This design comes from an exercise in tuning for small area, a short achievable clock period and few clock cycles on the open sky130 flow, not from production work.
No functional check of the RTL was part of any run shown here.
No activity file was given, so power comes from the tool's default toggle rates.

<file path="config.mk">
export PLATFORM = sky130hd
export DESIGN_NAME = aluTop
export DESIGN_NICKNAME = aluTop
export VERILOG_FILES = /design/flow/design.v
export SDC_FILE = /design/flow/constraint.sdc
export NUM_CORES = 4
export LEC_CHECK = 0
export ABC_CLOCK_PERIOD_IN_PS = 8000
export CAP_MARGIN = 20
export CORE_MARGIN = 2
export CORE_UTILIZATION = 40
export SLEW_MARGIN = 20
</file>
<file path="constraint.sdc">
create_clock -name core_clock -period 45.0 [get_ports {clk}]
set_input_delay 9.0000 -clock core_clock [delete_from_list [all_inputs] [get_ports {clk}]]
set_output_delay 9.0000 -clock core_clock [all_outputs]
set_load 0.01 [all_outputs]
</file>
<file path="design.v">
`default_nettype none
package aluPkg;
	localparam int dataWidth = 16;
	localparam int busWidth = 32;
	localparam int addrWidth = 3;
	typedef enum logic [3:0] {
		opAdd = 4'd0,
		opSub = 4'd1,
		opMul = 4'd2,
		opDiv = 4'd3,
		opMod = 4'd4
	} aluOp_t;
	typedef enum logic [addrWidth-1:0] {
		regOperandA = 3'd0,
		regOperandB = 3'd1,
		regOpcode   = 3'd2,
		regResult   = 3'd3,
		regStatus   = 3'd4
	} regAddr_t;
	localparam int statusOverflowBit = 0;
	localparam int statusZeroDivBit  = 1;
endpackage
`default_nettype wire
`timescale 1ns/10ps
`default_nettype none
module aluTop (
	input  logic        clk,
	input  logic        rstN,
	input  logic        cyc,
	input  logic        stb,
	input  logic        we,
	input  logic [2:0]  adr,
	input  logic [31:0] datWr,
	output logic [31:0] datRd,
	output logic        ack
);
	logic [15:0] opA, opB;
	logic [3:0]  opCode;
	logic [15:0] accH, accL;         
	logic [2:0]  cnt;                
	logic        mMul, mDiv;         
	logic req, wrA, wrB, wrOp;
	assign req  = cyc & stb & ~ack;
	assign wrA  = req & we & (adr == 3'd0);
	assign wrB  = req & we & (adr == 3'd1);
	assign wrOp = req & we & (adr == 3'd2);
	logic nMul, nDiv, opLoad, load;
	assign nMul   = (datWr[3:0] == 4'd2);
	assign nDiv   = (datWr[3:0] == 4'd3) | (datWr[3:0] == 4'd4);
	assign opLoad = wrOp & ~((nMul & mMul) | (nDiv & mDiv));
	assign load   = wrA | wrB | opLoad;
	logic [19:0] mulSum;
	logic [15:0] mulH, mulL;
	assign mulSum = {4'd0, accH} + opB * accL[3:0];
	assign mulH   = mulSum[19:4];
	assign mulL   = {mulSum[3:0], accL[15:4]};
	function automatic logic [17:0] divStep(input logic [15:0] r, input logic [1:0] a,
			input logic [15:0] b);
		logic [18:0] w, d1, d2, d3, s3, c3;
		logic [1:0]  q;
		w  = {1'b0, r, a};
		d1 = w - {3'd0, b};
		d2 = w - {2'd0, b, 1'b0};
		s3 = w ^ ~{2'd0, b, 1'b0} ^ ~{3'd0, b};
		c3 = {(w[17:0] & ~{1'd0, b, 1'b0}) | (w[17:0] & ~{2'd0, b}) |
			(~{1'd0, b, 1'b0} & ~{2'd0, b}), 1'b1};
		d3 = s3 + c3 + 19'd1;
		q[1] = ~d2[18];
		q[0] = ~d3[18] | (~d1[18] & d2[18]);
		case (q)
			2'd3:    divStep = {q, d3[15:0]};
			2'd2:    divStep = {q, d2[15:0]};
			2'd1:    divStep = {q, d1[15:0]};
			default: divStep = {q, w[15:0]};
		endcase
	endfunction
	logic [17:0] st1, st2;
	logic [15:0] divH, divL;
	assign st1  = divStep(accH, accL[15:14], opB);
	assign st2  = divStep(st1[15:0], accL[13:12], opB);
	assign divH = st2[15:0];
	assign divL = {accL[11:0], st1[17:16], st2[17:16]};
	logic        sub;
	logic [16:0] asSum;
	logic [15:0] asH;
	assign sub   = opCode[0];
	assign asSum = {1'b0, opA} + {1'b0, opB ^ {16{sub}}} + 17'(sub);
	assign asH   = {{15{sub & ~asSum[16]}}, asSum[16] ^ sub};
	logic doneNow;
	assign doneNow = (cnt <= 3'd1);
	logic isOp0, isOp1, isOp2, isOp3, isOp4, ovf;
	assign isOp0 = (opCode == 4'd0);
	assign isOp1 = (opCode == 4'd1);
	assign isOp2 = (opCode == 4'd2);
	assign isOp3 = (opCode == 4'd3);
	assign isOp4 = (opCode == 4'd4);
	assign ovf   = (opA[15] == opB[15]) & (asSum[15] != opA[15]);
	logic sA, sB, sO, sL, sHL, sHH, sZ, sV;
	always_ff @(posedge clk) begin
		if (!rstN) begin
			ack    <= 1'b0;
			opA    <= '0;
			opB    <= '0;
			opCode <= '0;
			mMul   <= 1'b0;
			mDiv   <= 1'b0;
			cnt    <= 3'd1;
		end else begin
			ack <= req & (we | (adr != 3'd3) | doneNow);
			if (wrA) opA <= datWr[15:0];
			if (wrB) opB <= datWr[15:0];
			if (wrOp) begin
				opCode <= datWr[3:0];
				mMul   <= nMul;
				mDiv   <= nDiv;
			end
			if (wrA | wrB)       cnt <= (mMul | mDiv) ? 3'd4 : 3'd1;
			else if (opLoad)     cnt <= (nMul | nDiv) ? 3'd4 : 3'd1;
			else if (cnt != '0)  cnt <= cnt - 3'd1;
		end
	end
	always_ff @(posedge clk) begin
		if (load) begin
			accH <= 16'd0;
			accL <= wrA ? datWr[15:0] : opA;
		end else if (cnt != '0) begin
			accH <= mMul ? mulH : mDiv ? divH : asH;
			accL <= mMul ? mulL : mDiv ? divL : asSum[15:0];
		end
	end
	always_ff @(posedge clk) begin
		sA  <= (adr == 3'd0);
		sB  <= (adr == 3'd1);
		sO  <= (adr == 3'd2);
		sL  <= (adr == 3'd3) & (isOp0 | isOp1 | isOp2 | isOp3);
		sHL <= (adr == 3'd3) & isOp4;
		sHH <= (adr == 3'd3) & (isOp0 | isOp1 | isOp2);
		sZ  <= (adr == 3'd4) & (isOp3 | isOp4) & (opB == 16'd0);
		sV  <= (adr == 3'd4) & isOp0 & ovf;
	end
	assign datRd[31:16] = {16{sHH}} & accH;
	assign datRd[15:0]  = ({16{sA}} & opA) | ({16{sB}} & opB) | ({12'd0, {4{sO}} & opCode}) |
		({16{sL}} & accL) | ({16{sHL}} & accH) | {14'd0, sZ, sV};
endmodule
`default_nettype wire
</file>
<file path="run.sh">
#!/bin/bash
# synth_recipe.tcl (not shown) runs the flow's synth.tcl, then flattens the netlist and writes it again
# the make line also repeats each setting of config.mk as NAME=value (left out here)
make -C /OpenROAD-flow-scripts/flow DESIGN_CONFIG=/design/flow/config.mk WORK_HOME=/design/flow/orfs CLKGATE_MAP_FILE= SYNTH_SCRIPT=/design/flow/synth_recipe.tcl finish
</file>
==> results list, run 1 <==
- The run finished with no timing, DRC or antenna violations.
- Total of fill cells in the finished design: between 3000 and 4000
- The pre-antenna-repair detailed-routing pass consisted of 5 iterations.
- DR DRC count: 0
* Number of antenna cells inserted: 0
- Between clock sinks in the finished design, the worst skew comes to 0.00812 ns.
- Dominant register cell in the synthesized netlist: dfxtp_1
- Power, Total: 1.15 mW
- Of the cells placed in the final design, the portion with a size suffix greater than 1 is 0.0441.
- In the synthesized netlist the async set-or-reset flop fraction comes to 0.
- CTS tree: done
* Main area contributors after synthesis: ha_1 14%, fa_1 12%, dfxtp_1 10%, mux2i_1 5.3%, a21oi_1 4.6%
* Category of the critical setup timing path: input pin to flop
- Period utilisation layout: 0.273
- Dividing total power by cell area gives a power density of ~81 mW/mm^2.
* Multi-input combinational cell area: 0.0104 mm^2
* Unrepaired setup endpoints after global routing: no
- The die is roughly 180 um tall.
- Final-report setup violation count: 0
* Synth top area share: 0.143
- Die W: 184 um
- Post-synthesis sequential element count: between 80 and 90
* Sequential-to-total area share from yosys stat: 0.139
- Starting density of the core: 0.408
* Vias in the first global route: approximately 12000
- 73 I/O pins were placed.
- The worst-case IR drop observed on VDD is slightly below 80 uV.
- Summed over all cells, the static leakage comes to around 6.7 nW.
- The final-report max-slew violation count was 0.
* Number of library cell types mapped by synthesis: 80
- Timing would allow up to approximately 80 MHz.
- Shortest period the worst path allows: around 12 ns
* Worst hold-check path type: flop to flop
- Across every metal layer, demand over resource in global routing totals 0.241.
* Synth Net Count: 1871
* Tightest slew margin relative to the limit: 0.339
* Clock latency reported for the late side of the worst-skew pair: 0.35 ns
- Endpoint kind of the worst setup timing path: flop
* Largest net degree at the start of global routing: 42
* Ys Warns: 1
* Number of antenna violations at the first check in global routing: 0
- Clock slew at the register clock pins of the worst setup and hold paths: roughly 0.070 ns
- Max-cap violations in this run came to 0.
- Root buffer selected by CTS: clkbuf_16
- Across all layers, the routed design uses 12000 vias.
- Required time at the endpoint of the critical path: 44.91 ns
- DR iter-0 viols: roughly 880
- In the final layout, flip-flops and latches occupy ~0.0018 mm^2.
- The hold violation total from the final report was 0.
- At the worst endpoint, the arrival time is ~12 ns.
* Standard cell core area: approximately 0.032 mm^2
* Transition time of the tightest slew-check pin: 0.981 ns
* Number of enable-type register cells in the synthesized netlist: 16
- The first global-routing pass estimated between 60 and 70 mm of wire.
- Nets: ~1900
* Final sum of negative setup slack: 0 ns
- Final Wtd Congestion: approximately 0.9
- TritonCTS created 9 clock buffers.
- Hold-fix buffers at CTS: 0
- In this run the worst path has a maximum fanout of 23.
- After synthesis, the mean cell area works out to roughly 8.1 um^2.
- Maximum buffer depth of the clock tree: 2
- Count of mapped cells out of synthesis: about 1600
- Post-DR wirelength/cell: 19.7 um
* Relative area change from synthesis to final layout: 10.5%
- Crit path launch type: input pin
- Clock tree synthesis found a total of 82 sinks.
- Number of levels the H-tree was split into: 3
- Input and output buffers added on the ports amount to 56.
- Summed over all layers, the routed wires come to roughly 40 mm.
- Number of buffers inserted by post-CTS setup repair: 0
- ha_1 takes more of the synthesized area than any other cell.
- The synthesized netlist occupies a cell area of between 0.01 and 0.015 mm^2.
* Vias per inst: a little under 6
* Grt total ovfl: 0
- In this run, post-CTS repair resized a total of 0 instances.
- Antenna violation net count after detailed routing: 0
- Post-detailed-placement half-perimeter wirelength: 31.7 mm
- Placement row count: 65
- Full die area: ~0.034 mm^2
[layout make-up]
cell class,count,share of cell area
Inverter,133,0.0349
Sequential cell,82,0.126
Clock inverter,6,0.00682
Timing Repair Buffer,84,0.0544
Clock buffer,10,0.0175
Multi-Input combinational cell,1319,0.725
Tap cell,402,0.0352
[kinds of logic after synthesis]
kind of cell	after synthesis	share of synthesized area
fa+ha+maj	228	0.267
xor+xnor	95	0.0643
simple gates	467	0.178
flops	82	0.139
buf+inv	202	0.0600
mux	74	0.0578
compound gates	455	0.234
[power breakdown]
part           switching (mW)  total, mW  internal [mW]  leakage [nW]
combinational           0.556      0.949          0.393          5.78
sequential             0.0295      0.117         0.0871         0.715
clock                  0.0355     0.0886         0.0531         0.171
[cell usage after synthesis (all sizes together) (22+ instances only)]
| cell | count |
|---|---|
| a211oi | 24 |
| a21o | 32 |
| a21oi | 119 |
| a22oi | 33 |
| and2 | 46 |
| clkbuf | 62 |
| dfxtp | 66 |
| fa | 80 |
| ha | 148 |
| inv | 132 |
| mux2i | 68 |
| nand2 | 141 |
| nand2b | 22 |
| nand3 | 28 |
| nor2 | 95 |
| nor2b | 54 |
| nor3 | 32 |
| o21a | 26 |
| o21ai | 84 |
| xnor2 | 51 |
| xor2 | 44 |
[cells in the final DEF, fill, tap and decap left out, types with 14 or more instances in the layout]
cell type          n
nor3_1            32
o21a_1            25
nand3_1           28
a211oi_1          23
buf_4             27
mux2i_1           68
inv_1            132
edfxtp_1          16
ha_1             148
nor2b_1           54
clkdlybuf4s50_1   56
xnor2_1           51
nand2_1          141
xor2_1            44
and2_1            45
fa_1              80
nor2_1            95
o21ai_0           81
dfxtp_1           66
a21o_1            32
a21oi_1          118
a31oi_1           14
o211ai_1          21
a22oi_1           33
nand2b_1          22
[per-layer routing]
layer,routed length [um],global-route usage,vias to the layer above
li1,-,-,5761
met1,18000,0.312,5850
met2,19700,0.433,304
met3,1770,0.0192,60
met4,714,0.0573,0
met5,0,0,-
[flip-flops by register name (all words and copies together) (netlist names), 3 cells and up]
name	flops
accH	16
accL	16
opA	16
opB	16
opCode	4
cnt	3
[metrics by stage]
step	util	std cells	worst slack (ns)	instance area, um^2	hold WS [ns]
6_report	0.451	2036	32.71	14300	0.510
5_1_grt	0.451	2036	32.63	14300	0.544
4_1_cts	0.450	2035	32.78	14300	0.513
3_5_place_dp	0.439	2019	32.42	13900	0.508
3_3_place_gp	0.439	2019	32.52	13900	0.505
2_1_floorplan	-	1603	34.03	12900	0.467
[final timing paths]
check                           slack, ns       end      from  cells after the start
worst max register to register      36.24  accH[11]    opB[1]                     28
worst max-delay path                32.71  accL[11]  datWr[1]                      7
worst min-delay path                 0.51       ack       ack                      2
worst min register to register       0.51       ack       ack                      2
[worst max-delay path, stage by stage]
cell and delay [ns]:
clkdlybuf4s50_1 0.61, nor4b_1 0.45, a21oi_1 0.17, a21o_1 0.20, buf_4 0.23, nor2_1 0.76
inv_1 0.75
==> run 2, diff against run 1 <==
--- a/config.mk
+++ b/config.mk
@@ -6,7 +6,7 @@
 export NUM_CORES = 4
 export LEC_CHECK = 0
 export ABC_CLOCK_PERIOD_IN_PS = 8000
-export CAP_MARGIN = 20
+export CAP_MARGIN = 50
 export CORE_MARGIN = 2
 export CORE_UTILIZATION = 40
-export SLEW_MARGIN = 20
+export SLEW_MARGIN = 80
==> results list, run 2 <==
- The run finished with no timing, DRC or antenna violations.
* Starting density of the core: 0.408
- CTS tree: done
- Max-cap violations in this run came to 0.
- Global-route track usage on met1: 0.320
* Total leakage power: approximately 7 nW
- ha_1 is the most common cell in the netlist.
- Ys Warns: 1
- The first global-routing pass estimated roughly 66 mm of wire.
- The hold violation total from the final report came to 0.
- In this run the critical register-to-register path is captured at accH[11].
- Post-DR wirelength/cell: 19.6 um
- Vias in the first global route: about 12000
- The worst hold path was traced through 2 stages.
- Leaving out fill and tap cells, the most frequent cell in the layout is ha_1.
- After clock tree synthesis, the clock-pin slew on the worst setup and hold paths is ~0.07 ns.
* Main area contributors after synthesis: ha_1 14%, fa_1 12%, dfxtp_1 10%, mux2i_1 5.3%, a21oi_1 4.6%
- The final-report max-slew violation count came to 0.
- Worst hold-check path type: flop to flop
- The clock tree synthesis step divided the H-tree into 3 levels.
* Post-synth top cells: 148 x ha_1, 141 x nand2_1, 132 x inv_1
- Relative area change from synthesis to final layout: 20.0%
- The die covers about 0.034 mm^2.
- Synth Net Count: between 1500 and 2000
- Launching instance or port of the critical path: datWr[1]
- The share of synthesized area in the top cell type comes to 0.143.
- Post-cts repair resize count: 0
- Before antenna repair, the detailed router went through 7 iterations.
* Number of buffers inserted by post-CTS setup repair: 0
* Share of cells above drive strength 1: 0.143
- The worst path needs about 12 ns of the cycle, external delays included.
- Setup violations remaining at the end of the flow were counted as 0.
* Nets: 1944
- The clock reaches the later pin of the worst-skew pair after 0.36 ns.
- Data on the critical path is required at its endpoint by ~45 ns.
- The initial antenna violation count is 0.
- Met3 track demand over resource in global routing: 0.0180
- Number of enable-type register cells in the synthesized netlist: 16
- Number of library cell types mapped by synthesis: 80
* Grt total ovfl: 0
- PwrDens: roughly 84 mW/mm^2
- In the synthesized netlist the dominant register cell turns out to be dfxtp_1.
- Endpoint kind of the worst setup timing path: flop
- Crit path launch type: input pin
- Post-synthesis sequential element count: around 80
- The longest clock path from root to sink contains 2 buffers.
- Averaged over all synthesized cells, the footprint is 8.08 um^2.
* Placement row count: 65
- For this run, global-route usage on met2 was measured as 0.437.
- Period utilisation layout: 0.259
- Tightest slew margin relative to the limit: 0.801
* I/O pins: 73
* Longest individual stage delay on the worst path: roughly 0.62 ns
* Vias per inst: around 6
- Unrepaired setup endpoints after global routing: no
- After synthesis the cells add up to 0.0129 mm^2.
* Die Span Y: about 180 um
* Final setup skew: 0.00883 ns
- Most frequent cell on the critical path: a21oi_1
- The critical path is of the input pin to flop type.
- After detailed routing, the number of remaining DRC violations is 0.
- After the first detailed-routing iteration, the DRC count stood at around 730.
* Largest net degree at the start of global routing: 42
- Die W: approximately 180 um
* Standard cell core area: between 0.03 and 0.04 mm^2
- Count of mapped cells out of synthesis: 1603
- After filler insertion, the fill cell instance count of the layout stands at 3021.
* Number of clock sinks: 82
* Global-route total usage across every layer: 0.245
- Number of cells on the worst reg-to-reg path: 30
- For the pin with the worst max-slew slack, the measured transition is between 0.2 and 0.3 ns.
- Antenna violation net count after detailed routing: 0
* R2r startpoint: accL[15]
* Total number of vias: approximately 12000
- The cell sitting at the root of the clock tree is a clkbuf_16.
* Maximum clock frequency: 85.8 MHz
* Number of antenna cells inserted: 0
- The setup check on the worst reg-to-reg path leaves a slack of 37.15 ns.
- Port buffering added 56 buffers.
- Final Wtd Congestion: ~0.9
- Sum of routed wire length over all layers: about 40 mm
* Number of buffers created by CTS: 9
- Of all nets on the critical path, the largest fanout is 20.
- Of all cell types, the one taking the most synthesized area is ha_1.
- Walking the worst path, the cells encountered are clkdlybuf4s50_1 > nor4b_2 > clkdlybuf4s50_1 > a21oi_1 > a21oi_1 > buf_4 > nand2_1 > a21oi_1 > o211ai_1 > a21oi_1 > a221o_1.
* Final sum of negative setup slack: 0 ns
- Most used routing layer: met2
- Endpoint of the most critical setup path: accH[1]
* Hold-fix buffers at CTS: 0
* Arrival @ worst endpoint: between 10 and 15 ns
* Commonest non-fill, non-tap cells in the layout: 146 x ha_1, 138 x nand2_1, 116 x inv_1
* Async set-or-reset flop fraction in the synthesized netlist: 0
* CP max stage cell: clkdlybuf4s50_1
- After legalization and detailed placement, the total HPWL measured about 32 mm.
- IR analysis of the VDD net gives a maximum drop of approximately 94 uV.
* Sequential-to-total area share from yosys stat: 0.139
- Hold timing on the final database bottoms out at a slack of between 0.5 and 0.6 ns.
==> run 2: cell counts after synthesis <==
No cell type changed its count.
==> run 2: logic make-up (layout without fill, tap and decap cells) <==
logic type      count (synthesis)  after routing  synth area share
buf+inv                       202            280            0.0600
simple gates                  467            467             0.178
flops                          82             82             0.139
xor+xnor                       95             95            0.0643
mux                            74             74            0.0578
fa+ha+maj                     228            228             0.267
compound gates                455            455             0.234
==> run 2: area by class of cell <==
class | instances | area, um^2 | area share
Clock inverter | 5 | 70.1 | 0.00451
Multi-Input combinational cell | 1319 | 11100 | 0.717
Tap cell | 402 | 503 | 0.0324
Sequential cell | 82 | 1890 | 0.121
Timing Repair Buffer | 131 | 1150 | 0.0743
Inverter | 133 | 514 | 0.0331
Clock buffer | 11 | 275 | 0.0177
==> run 2: worst min-delay path by stage <==
stage               from   to  slack (ns)
3_5_place_dp         ack  ack        0.51
5_1_grt        opCode[3]  sHL        0.54
3_3_place_gp         ack  ack        0.50
2_1_floorplan  opCode[3]  sHL        0.47
4_1_cts              ack  ack        0.52
6_report             ack  ack        0.52
==> run 2: per-stage QoR <==
stage	setup WS, ns	util	cells	power (mW)	cell area (um^2)
5_1_grt	33.15	0.490	2083	1.42	15500
4_1_cts	33.39	0.482	2081	1.27	15300
3_5_place_dp	33.04	0.471	2065	1.18	14900
2_1_floorplan	34.03	-	1603	0.818	12900
6_report	33.35	0.490	2083	1.31	15500
3_3_place_gp	32.52	0.439	2019	1.03	13900
==> run 2: report_power, final <==
group	leakage, nW	total (mW)	switching (mW)	internal [mW]
Combinational	6.15	1.11	0.638	0.477
Sequential	0.733	0.105	0.0178	0.0868
Clock	0.171	0.0870	0.0359	0.0510
==> run 2: worst max-delay path: cells and delay by family <==
kind / cells / cell delay (ns)
simple gates: 2 / 0.53
buf+inv: 3 / 1.52
compound gates: 6 / 0.90
==> run 2: metal layers <==
layer	routed length (um)	vias up
met5	0	-
met4	716	0
met3	1590	46
met2	20100	301
met1	18400	5996
li1	-	5875

port drivers added, routing unchanged:
The flow's constraints put no driver on any port. The routed layouts listed below were extracted and timed again, unchanged, in two steps. Step 1 assumes that a clkbuf_16 drives the clock port and a buf_2 every other input. Step 2 moves the port delays by t, midway between the first and last clock arrival at a register: inputs arrive t later, outputs are due t later. That takes back most of the time a late clock gives input paths. a / b / c = no drivers / after step 1 / after step 2; a / b = the first two.
| run | t (ns) | slack for setup (ns) | clock arrival spread, ns | cell pins on the clock port's net |
|---|---|---|---|---|
| run 1 | 0.388 | 32.714 / 32.732 / 32.344 | 0.008 / 0.008 | 1 |
| run 2 | 0.398 | 33.352 / 33.372 / 32.974 | 0.009 / 0.009 | 1 |
After both steps every run listed still meets setup and hold. For run 2, which loses most, drivers alone change the setup slack by +0.020 ns; drivers and shift together by -0.378 ns.
